What follows belongs to an exercise in optimizing a design on an open flow for small area; a production flow would make more cautious choices.
Where RTL was checked, it was by simulation tests only, not by an equivalence proof against the original.
Power is estimated from default activity; no workload was simulated.

==> flow/design.v (excerpt) <==
module instruction_memory #(
  parameter int          DEPTH    = 64,
  parameter int          ADDR_W   = 32,
  parameter logic [31:0] NOP_WORD = 32'h00000013
) (
  input  logic              clk,
  input  logic              rst,
  input  logic [ADDR_W-1:0] addr,
  output logic [31:0]       instruction,
  output logic              misaligned,
  output logic              out_of_range,
  input  logic              we,
  input  logic [ADDR_W-1:0] waddr,
  input  logic [31:0]       wdata,
  input  logic [3:0]        wstrb
);
==> module instruction_memory, before the edit <==
module instruction_memory #(
  parameter int          DEPTH    = 64,
  parameter int          ADDR_W   = 32,
  parameter logic [31:0] NOP_WORD = 32'h00000013
) (
  input  logic              clk,
  input  logic              rst,
  input  logic [ADDR_W-1:0] addr,
  output logic [31:0]       instruction,
  output logic              misaligned,
  output logic              out_of_range,
  input  logic              we,
  input  logic [ADDR_W-1:0] waddr,
  input  logic [31:0]       wdata,
  input  logic [3:0]        wstrb
);
  localparam int IDX_W = $clog2(DEPTH);
  function automatic logic boot_bit(input int idx, input int k);
    logic [31:0] w;
    case (idx)
      0:       w = 32'h00500093;
      1:       w = 32'h00300113;
      2:       w = 32'h002081B3;
      default: w = NOP_WORD;
    endcase
    boot_bit = w[k];
  endfunction
  logic [DEPTH*32-1:0] r_mem;
  logic             w_rd_in_range;
  logic             w_wr_in_range;
  logic [3:0]       w_lane;
  logic [DEPTH-1:0] w_word;
  logic [DEPTH-1:0] w_rsel;
  logic [31:0]      w_d0;
  logic [31:0]      w_d1;
  logic [31:0]      w_rd;
  logic             w_unused;
  assign w_rd_in_range = ~|addr[ADDR_W-1:IDX_W+2];
  assign w_wr_in_range = ~|waddr[ADDR_W-1:IDX_W+2];
  assign w_unused      = &{1'b0, waddr[1:0]};
  assign misaligned   = |addr[1:0];
  assign out_of_range = ~w_rd_in_range;
  assign w_lane = ({4{we & w_wr_in_range}} & wstrb) | {4{rst}};
  assign w_d0   = wdata & {32{~rst}};
  assign w_d1   = wdata | {32{rst}};
  logic [7:0] w_rhi_n;
  logic [7:0] w_rlo_n;
  logic [7:0] w_whi_n;
  logic [7:0] w_wlo_n;
  logic [5:0] w_ra_n;
  assign w_ra_n = ~addr[7:2];
  for (genvar j = 0; j < 8; j++) begin : g_pre
    localparam logic [2:0] J = 3'(j);
    im_nand4 u_rhi (
      .a(w_rd_in_range),
      .b(J[2] ? addr[7] : w_ra_n[5]),
      .c(J[1] ? addr[6] : w_ra_n[4]),
      .d(J[0] ? addr[5] : w_ra_n[3]),
      .y(w_rhi_n[j])
    );
    im_nand3 u_rlo (
      .a(J[2] ? addr[4] : w_ra_n[2]),
      .b(J[1] ? addr[3] : w_ra_n[1]),
      .c(J[0] ? addr[2] : w_ra_n[0]),
      .y(w_rlo_n[j])
    );
    assign w_whi_n[j] = ~((waddr[7:5] == J) | rst);
    assign w_wlo_n[j] = ~((waddr[4:2] == J) | rst);
  end
  for (genvar i = 0; i < DEPTH; i++) begin : g_dec
    im_nor2 u_rsel (.a(w_rhi_n[i/8]), .b(w_rlo_n[i%8]), .y(w_rsel[i]));
    im_nor2 u_word (.a(w_whi_n[i/8]), .b(w_wlo_n[i%8]), .y(w_word[i]));
  end
  for (genvar i = 0; i < DEPTH; i++) begin : g_word
    for (genvar b = 0; b < 4; b++) begin : g_lane
      logic w_s;
      logic w_ns;
      im_lane u_lane (.w(w_word[i]), .l(w_lane[b]), .s(w_s), .ns(w_ns));
      for (genvar k = 8*b; k < 8*b+8; k++) begin : g_bit
        localparam logic BOOT = boot_bit(i, k);
        logic w_next;
        im_cell u_cell (
          .q(r_mem[32*i+k]), .s(w_s), .ns(w_ns),
          .wd(BOOT ? w_d1[k] : w_d0[k]), .d(w_next)
        );
        always_ff @(posedge clk) r_mem[32*i+k] <= w_next;
      end
    end
  end
  for (genvar k = 0; k < 32; k++) begin : g_rd
    logic [DEPTH-1:0] w_col;
    for (genvar i = 0; i < DEPTH; i++) begin : g_c
      assign w_col[i] = r_mem[32*i+k];
    end
    im_rdbit u_rd (.d(w_col), .s(w_rsel), .y(w_rd[k]));
  end
  assign instruction = w_rd | (NOP_WORD & {32{~w_rd_in_range}});
endmodule
==> module im_cell, before the edit <==
module im_cell (
  input  logic q,
  input  logic s,
  input  logic ns,
  input  logic wd,
  output logic d
);
  assign d = (q & ns) | (wd & s);
endmodule
Settings: LEC_CHECK=0, CAP_MARGIN=20, CORE_MARGIN=2, CORE_UTILIZATION=60, CTS_CLUSTER_DIAMETER=100, CTS_CLUSTER_SIZE=25, SLEW_MARGIN=20, SYNTH_HIERARCHICAL=1, SYNTH_MINIMUM_KEEP_SIZE=0; clock period 10.0 ns.
standard.sh (not shown) runs the stock make flow with config.mk's settings and CLKGATE_MAP_FILE= SYNTH_SCRIPT=/design/flow/synth_recipe.tcl, a recipe that flattens the netlist after the stock synthesis.
==> flow/flow/run.sh <==
#!/bin/bash
# The standard layout (the standard.sh, all stages), except that the port
# buffers that global placement puts on every input and output are the
# smallest buffer cell rather than the one buffer_ports picks by default.
set -euo pipefail
export BUFFER_PORTS_ARGS="-buffer_cell sky130_fd_sc_hd__buf_1"
bash standard.sh > standard.log 2>&1
Change:
--- a/flow/design.v
+++ b/flow/design.v
@@ -25,25 +25,32 @@
     endcase
     boot_bit = w[k];
   endfunction
   logic [DEPTH*32-1:0] r_mem;
+  logic                r_phase;
   logic             w_rd_in_range;
   logic             w_wr_in_range;
   logic [3:0]       w_lane;
   logic [DEPTH-1:0] w_word;
   logic [DEPTH-1:0] w_rsel;
   logic [31:0]      w_d0;
   logic [31:0]      w_d1;
+  logic [31:0]      w_c0n;
+  logic [31:0]      w_c1n;
   logic [31:0]      w_rd;
+  logic             w_rd_phase;
   logic             w_unused;
   assign w_rd_in_range = ~|addr[ADDR_W-1:IDX_W+2];
   assign w_wr_in_range = ~|waddr[ADDR_W-1:IDX_W+2];
   assign w_unused      = &{1'b0, waddr[1:0]};
   assign misaligned   = |addr[1:0];
   assign out_of_range = ~w_rd_in_range;
+  always_ff @(posedge clk) r_phase <= ~r_phase & ~rst;
   assign w_lane = ({4{we & w_wr_in_range}} & wstrb) | {4{rst}};
   assign w_d0   = wdata & {32{~rst}};
   assign w_d1   = wdata | {32{rst}};
+  assign w_c0n  = ~(w_d0 ^ {32{~r_phase & ~rst}});
+  assign w_c1n  = ~(w_d1 ^ {32{~r_phase & ~rst}});
   logic [7:0] w_rhi_n;
   logic [7:0] w_rlo_n;
   logic [7:0] w_whi_n;
   logic [7:0] w_wlo_n;
@@ -80,9 +87,9 @@
         localparam logic BOOT = boot_bit(i, k);
         logic w_next;
         im_cell u_cell (
           .q(r_mem[32*i+k]), .s(w_s), .ns(w_ns),
-          .wd(BOOT ? w_d1[k] : w_d0[k]), .d(w_next)
+          .cn(BOOT ? w_c1n[k] : w_c0n[k]), .d(w_next)
         );
         always_ff @(posedge clk) r_mem[32*i+k] <= w_next;
       end
     end
@@ -93,9 +100,10 @@
       assign w_col[i] = r_mem[32*i+k];
     end
     im_rdbit u_rd (.d(w_col), .s(w_rsel), .y(w_rd[k]));
   end
-  assign instruction = w_rd | (NOP_WORD & {32{~w_rd_in_range}});
+  assign w_rd_phase  = r_phase & w_rd_in_range;
+  assign instruction = (w_rd ^ {32{w_rd_phase}}) | (NOP_WORD & {32{~w_rd_in_range}});
 endmodule
 module im_lane (
   input  logic w,
   input  logic l,
@@ -169,12 +177,12 @@
 module im_cell (
   input  logic q,
   input  logic s,
   input  logic ns,
-  input  logic wd,
+  input  logic cn,
   output logic d
 );
-  assign d = (q & ns) | (wd & s);
+  assign d = ~((q | s) & (cn | ns));
 endmodule
 module im_rdbit (
   input  logic [63:0] d,
   input  logic [63:0] s,
Setup slack improves by 180 ps.
Design area decreases by 6.3%.
Hold slack degrades by 46 ps.
Wire length decreases by 2.4%.
Core utilization increases by 0.11 points.
Clock-buffer cell count increases by 2.
Power increases by 6.5%.
Register-to-register slack degrades by 1900 ps.

---

05-06:
The RTL this note starts from:
==> flow/design.v <==
module instruction_memory #(
  parameter int          DEPTH    = 64,
  parameter int          ADDR_W   = 32,
  parameter logic [31:0] NOP_WORD = 32'h00000013
) (
  input  logic              clk,
  input  logic              rst,
  input  logic [ADDR_W-1:0] addr,
  output logic [31:0]       instruction,
  output logic              misaligned,
  output logic              out_of_range,
  input  logic              we,
  input  logic [ADDR_W-1:0] waddr,
  input  logic [31:0]       wdata,
  input  logic [3:0]        wstrb
);
  localparam int IDX_W = $clog2(DEPTH);
  function automatic logic boot_bit(input int idx, input int k);
    logic [31:0] w;
    case (idx)
      0:       w = 32'h00500093;
      1:       w = 32'h00300113;
      2:       w = 32'h002081B3;
      default: w = NOP_WORD;
    endcase
    boot_bit = w[k];
  endfunction
  logic [DEPTH*32-1:0] r_mem;
  logic                r_phase;
  logic             w_rd_in_range;
  logic             w_wr_in_range;
  logic [3:0]       w_lane;
  logic [DEPTH-1:0] w_word;
  logic [DEPTH-1:0] w_rsel;
  logic [31:0]      w_d0;
  logic [31:0]      w_d1;
  logic [31:0]      w_c0n;
  logic [31:0]      w_c1n;
  logic [31:0]      w_rd;
  logic             w_rd_phase;
  logic             w_unused;
  assign w_rd_in_range = ~|addr[ADDR_W-1:IDX_W+2];
  assign w_wr_in_range = ~|waddr[ADDR_W-1:IDX_W+2];
  assign w_unused      = &{1'b0, waddr[1:0]};
  assign misaligned   = |addr[1:0];
  assign out_of_range = ~w_rd_in_range;
  always_ff @(posedge clk) r_phase <= ~r_phase & ~rst;
  assign w_lane = ({4{we & w_wr_in_range}} & wstrb) | {4{rst}};
  assign w_d0   = wdata & {32{~rst}};
  assign w_d1   = wdata | {32{rst}};
  assign w_c0n  = ~(w_d0 ^ {32{~r_phase & ~rst}});
  assign w_c1n  = ~(w_d1 ^ {32{~r_phase & ~rst}});
  for (genvar i = 0; i < DEPTH; i++) begin : g_dec
    assign w_word[i] = (waddr[IDX_W+1:2] == IDX_W'(i)) | rst;
    assign w_rsel[i] = (addr[IDX_W+1:2] == IDX_W'(i)) & w_rd_in_range;
  end
  for (genvar i = 0; i < DEPTH; i++) begin : g_word
    for (genvar b = 0; b < 4; b++) begin : g_lane
      logic w_s;
      logic w_ns;
      im_lane u_lane (.w(w_word[i]), .l(w_lane[b]), .s(w_s), .ns(w_ns));
      for (genvar k = 8*b; k < 8*b+8; k++) begin : g_bit
        localparam logic BOOT = boot_bit(i, k);
        logic w_next;
        im_cell u_cell (
          .q(r_mem[32*i+k]), .s(w_s), .ns(w_ns),
          .cn(BOOT ? w_c1n[k] : w_c0n[k]), .d(w_next)
        );
        always_ff @(posedge clk) r_mem[32*i+k] <= w_next;
      end
    end
  end
  for (genvar k = 0; k < 32; k++) begin : g_rd
    logic [DEPTH-1:0] w_col;
    for (genvar i = 0; i < DEPTH; i++) begin : g_c
      assign w_col[i] = r_mem[32*i+k];
    end
    im_rdbit u_rd (.d(w_col), .s(w_rsel), .y(w_rd[k]));
  end
  assign w_rd_phase  = r_phase & w_rd_in_range;
  assign instruction = (w_rd ^ {32{w_rd_phase}}) | (NOP_WORD & {32{~w_rd_in_range}});
endmodule
module im_lane (
  input  logic w,
  input  logic l,
  output logic s,
  output logic ns
);
  logic w_ns;
  im_nand2 u_nand (.a(w), .b(l), .y(w_ns));
  im_inv   u_inv  (.a(w_ns), .y(s));
  assign ns = w_ns;
endmodule
module im_inv (
  input  logic a,
  output logic y
);
  assign y = ~a;
endmodule
module im_nand2 (
  input  logic a,
  input  logic b,
  output logic y
);
  assign y = ~(a & b);
endmodule
module im_nand3 (
  input  logic a,
  input  logic b,
  input  logic c,
  output logic y
);
  assign y = ~(a & b & c);
endmodule
module im_nand4 (
  input  logic a,
  input  logic b,
  input  logic c,
  input  logic d,
  output logic y
);
  assign y = ~(a & b & c & d);
endmodule
module im_nor2 (
  input  logic a,
  input  logic b,
  output logic y
);
  assign y = ~(a | b);
endmodule
module im_nor3 (
  input  logic a,
  input  logic b,
  input  logic c,
  output logic y
);
  assign y = ~(a | b | c);
endmodule
module im_aoi22 (
  input  logic [1:0] d,
  input  logic [1:0] s,
  output logic       y
);
  assign y = ~|(d & s);
endmodule
module im_aoi222 (
  input  logic [2:0] d,
  input  logic [2:0] s,
  output logic       y
);
  assign y = ~|(d & s);
endmodule
module im_cell (
  input  logic q,
  input  logic s,
  input  logic ns,
  input  logic cn,
  output logic d
);
  assign d = ~((q | s) & (cn | ns));
endmodule
module im_rdbit (
  input  logic [63:0] d,
  input  logic [63:0] s,
  output logic        y
);
  logic [21:0] w_l1;
  logic [5:0]  w_l2;
  logic [2:0]  w_l3;
  for (genvar g = 0; g < 21; g++) begin : g_a3
    im_aoi222 u_a (.d(d[3*g +: 3]), .s(s[3*g +: 3]), .y(w_l1[g]));
  end
  im_nand2 u_a21 (.a(d[63]), .b(s[63]), .y(w_l1[21]));
  im_nand4 u_n0 (.a(w_l1[0]),  .b(w_l1[1]),  .c(w_l1[2]),  .d(w_l1[3]),  .y(w_l2[0]));
  im_nand4 u_n1 (.a(w_l1[4]),  .b(w_l1[5]),  .c(w_l1[6]),  .d(w_l1[7]),  .y(w_l2[1]));
  im_nand4 u_n2 (.a(w_l1[8]),  .b(w_l1[9]),  .c(w_l1[10]), .d(w_l1[11]), .y(w_l2[2]));
  im_nand4 u_n3 (.a(w_l1[12]), .b(w_l1[13]), .c(w_l1[14]), .d(w_l1[15]), .y(w_l2[3]));
  im_nand3 u_n4 (.a(w_l1[16]), .b(w_l1[17]), .c(w_l1[18]), .y(w_l2[4]));
  im_nand3 u_n5 (.a(w_l1[19]), .b(w_l1[20]), .c(w_l1[21]), .y(w_l2[5]));
  im_nor2 u_o0 (.a(w_l2[0]), .b(w_l2[1]), .y(w_l3[0]));
  im_nor2 u_o1 (.a(w_l2[2]), .b(w_l2[3]), .y(w_l3[1]));
  im_nor2 u_o2 (.a(w_l2[4]), .b(w_l2[5]), .y(w_l3[2]));
  im_nand3 u_f (.a(w_l3[0]), .b(w_l3[1]), .c(w_l3[2]), .y(y));
endmodule
Settings: LEC_CHECK=0, CAP_MARGIN=20, CORE_MARGIN=2, CORE_UTILIZATION=40, SLEW_MARGIN=20, SYNTH_HIERARCHICAL=1, SYNTH_MINIMUM_KEEP_SIZE=0; clock period 10.0 ns.
run.sh (not shown) runs the stock make flow with config.mk's settings and CLKGATE_MAP_FILE= SYNTH_SCRIPT=/design/flow/synth_recipe.tcl, a recipe that flattens the netlist after the stock synthesis.
Stock flow here: none of the scripts above is used.
Looking at the reports, 05-06 completed the entire flow and the layout it produced met the timing, design-rule and antenna checks.
Input-level comparison between 05-25 and 05-06:
-- flow/design.v --
<<< 05-06, line 27
  endfunction
  logic [DEPTH*32-1:0] r_mem;
  logic                r_phase;
  logic             w_rd_in_range;
  logic             w_wr_in_range;
>>> 05-25, line 27
  endfunction
  logic [DEPTH*32-1:0] r_mem;
  logic             w_rd_in_range;
  logic             w_wr_in_range;
<<< 05-06, line 35
  logic [31:0]      w_d0;
  logic [31:0]      w_d1;
  logic [31:0]      w_c0n;
  logic [31:0]      w_c1n;
  logic [31:0]      w_rd;
  logic             w_rd_phase;
  logic             w_unused;
  assign w_rd_in_range = ~|addr[ADDR_W-1:IDX_W+2];
>>> 05-25, line 34
  logic [31:0]      w_d0;
  logic [31:0]      w_d1;
  logic [31:0]      w_rd;
  logic             w_unused;
  assign w_rd_in_range = ~|addr[ADDR_W-1:IDX_W+2];
<<< 05-06, line 45
  assign misaligned   = |addr[1:0];
  assign out_of_range = ~w_rd_in_range;
  always_ff @(posedge clk) r_phase <= ~r_phase & ~rst;
  assign w_lane = ({4{we & w_wr_in_range}} & wstrb) | {4{rst}};
  assign w_d0   = wdata & {32{~rst}};
  assign w_d1   = wdata | {32{rst}};
  assign w_c0n  = ~(w_d0 ^ {32{~r_phase & ~rst}});
  assign w_c1n  = ~(w_d1 ^ {32{~r_phase & ~rst}});
  for (genvar i = 0; i < DEPTH; i++) begin : g_dec
    assign w_word[i] = (waddr[IDX_W+1:2] == IDX_W'(i)) | rst;
>>> 05-25, line 41
  assign misaligned   = |addr[1:0];
  assign out_of_range = ~w_rd_in_range;
  assign w_lane = ({4{we & w_wr_in_range}} & wstrb) | {4{rst}};
  assign w_d0   = wdata & {32{~rst}};
  assign w_d1   = wdata | {32{rst}};
  for (genvar i = 0; i < DEPTH; i++) begin : g_dec
    assign w_word[i] = (waddr[IDX_W+1:2] == IDX_W'(i)) | rst;
<<< 05-06, line 65
        im_cell u_cell (
          .q(r_mem[32*i+k]), .s(w_s), .ns(w_ns),
          .cn(BOOT ? w_c1n[k] : w_c0n[k]), .d(w_next)
        );
        always_ff @(posedge clk) r_mem[32*i+k] <= w_next;
>>> 05-25, line 58
        im_cell u_cell (
          .q(r_mem[32*i+k]), .s(w_s), .ns(w_ns),
          .wd(BOOT ? w_d1[k] : w_d0[k]), .d(w_next)
        );
        always_ff @(posedge clk) r_mem[32*i+k] <= w_next;
<<< 05-06, line 78
    im_rdbit u_rd (.d(w_col), .s(w_rsel), .y(w_rd[k]));
  end
  assign w_rd_phase  = r_phase & w_rd_in_range;
  assign instruction = (w_rd ^ {32{w_rd_phase}}) | (NOP_WORD & {32{~w_rd_in_range}});
endmodule
module im_lane (
>>> 05-25, line 71
    im_rdbit u_rd (.d(w_col), .s(w_rsel), .y(w_rd[k]));
  end
  assign instruction = w_rd | (NOP_WORD & {32{~w_rd_in_range}});
endmodule
module im_lane (
<<< 05-06, line 155
  input  logic s,
  input  logic ns,
  input  logic cn,
  output logic d
);
  assign d = ~((q | s) & (cn | ns));
endmodule
module im_rdbit (
>>> 05-25, line 147
  input  logic s,
  input  logic ns,
  input  logic wd,
  output logic d
);
  assign d = (q & ns) | (wd & s);
endmodule
module im_rdbit (
--- outcome ---
- 05-25 closes out successfully: all stages finished, all timing, DRC and antenna checks passed.
- The non-clock buffer count of 05-25 exceeds that of 05-06 by about 4%.
- Where overall power after layout is concerned, 05-06 is outperformed by 05-25.
- Taking 05-06 as the reference, in 05-25 first-pass GRT wire length went up 2800 microns; design area now sits higher; number of clock buffers in the layout now sits higher; final routed wirelength across all metal layers up 1100 microns; switching part of the total power decreased 0.90 points.
The RTL of 05-25 was laid out without a check of its function.

## static timing again, ports no longer ideal
The flow's constraints put no driver on any port. The routed layouts listed below were extracted and timed again, unchanged, in two steps.
Step 1, drivers: a clkbuf_16 drives clk and a buf_2 each remaining input, both assumed.
Step 2 adds t to the input delays and takes it off the output delays; t is the mean of the earliest and latest rising clock arrival at the registers after step 1. Input paths then give back, and output paths get back, about the clock's delay inside the block.
a / b / c = no drivers / after step 1 / after step 2; a / b = the first two.
run | t, ns | slack for setup (ns) | hold slack, ns | worst slew at a driven data input, ns | cell pins on the clock port's net
the first run of note 1 | 0.782 | 1.776 / 1.753 / 1.753 | 0.494 / 0.494 / 0.494 | 0.18 | 1
the second run of note 1 | 0.788 | 1.956 / 1.830 / 1.830 | 0.448 / 0.448 / 0.448 | 0.16 | 1
05-06 | 0.915 | 1.082 / 1.059 / 1.059 | 0.443 / 0.443 / 0.443 | 0.24 | 1
05-25 | 0.939 | 1.319 / 1.282 / 1.282 | 0.485 / 0.485 / 0.485 | 0.14 | 1
After both steps setup and hold are still met in every run listed. For the second run of note 1, which loses most, drivers alone change the setup slack by -0.126 ns; drivers and shift together by -0.126 ns.
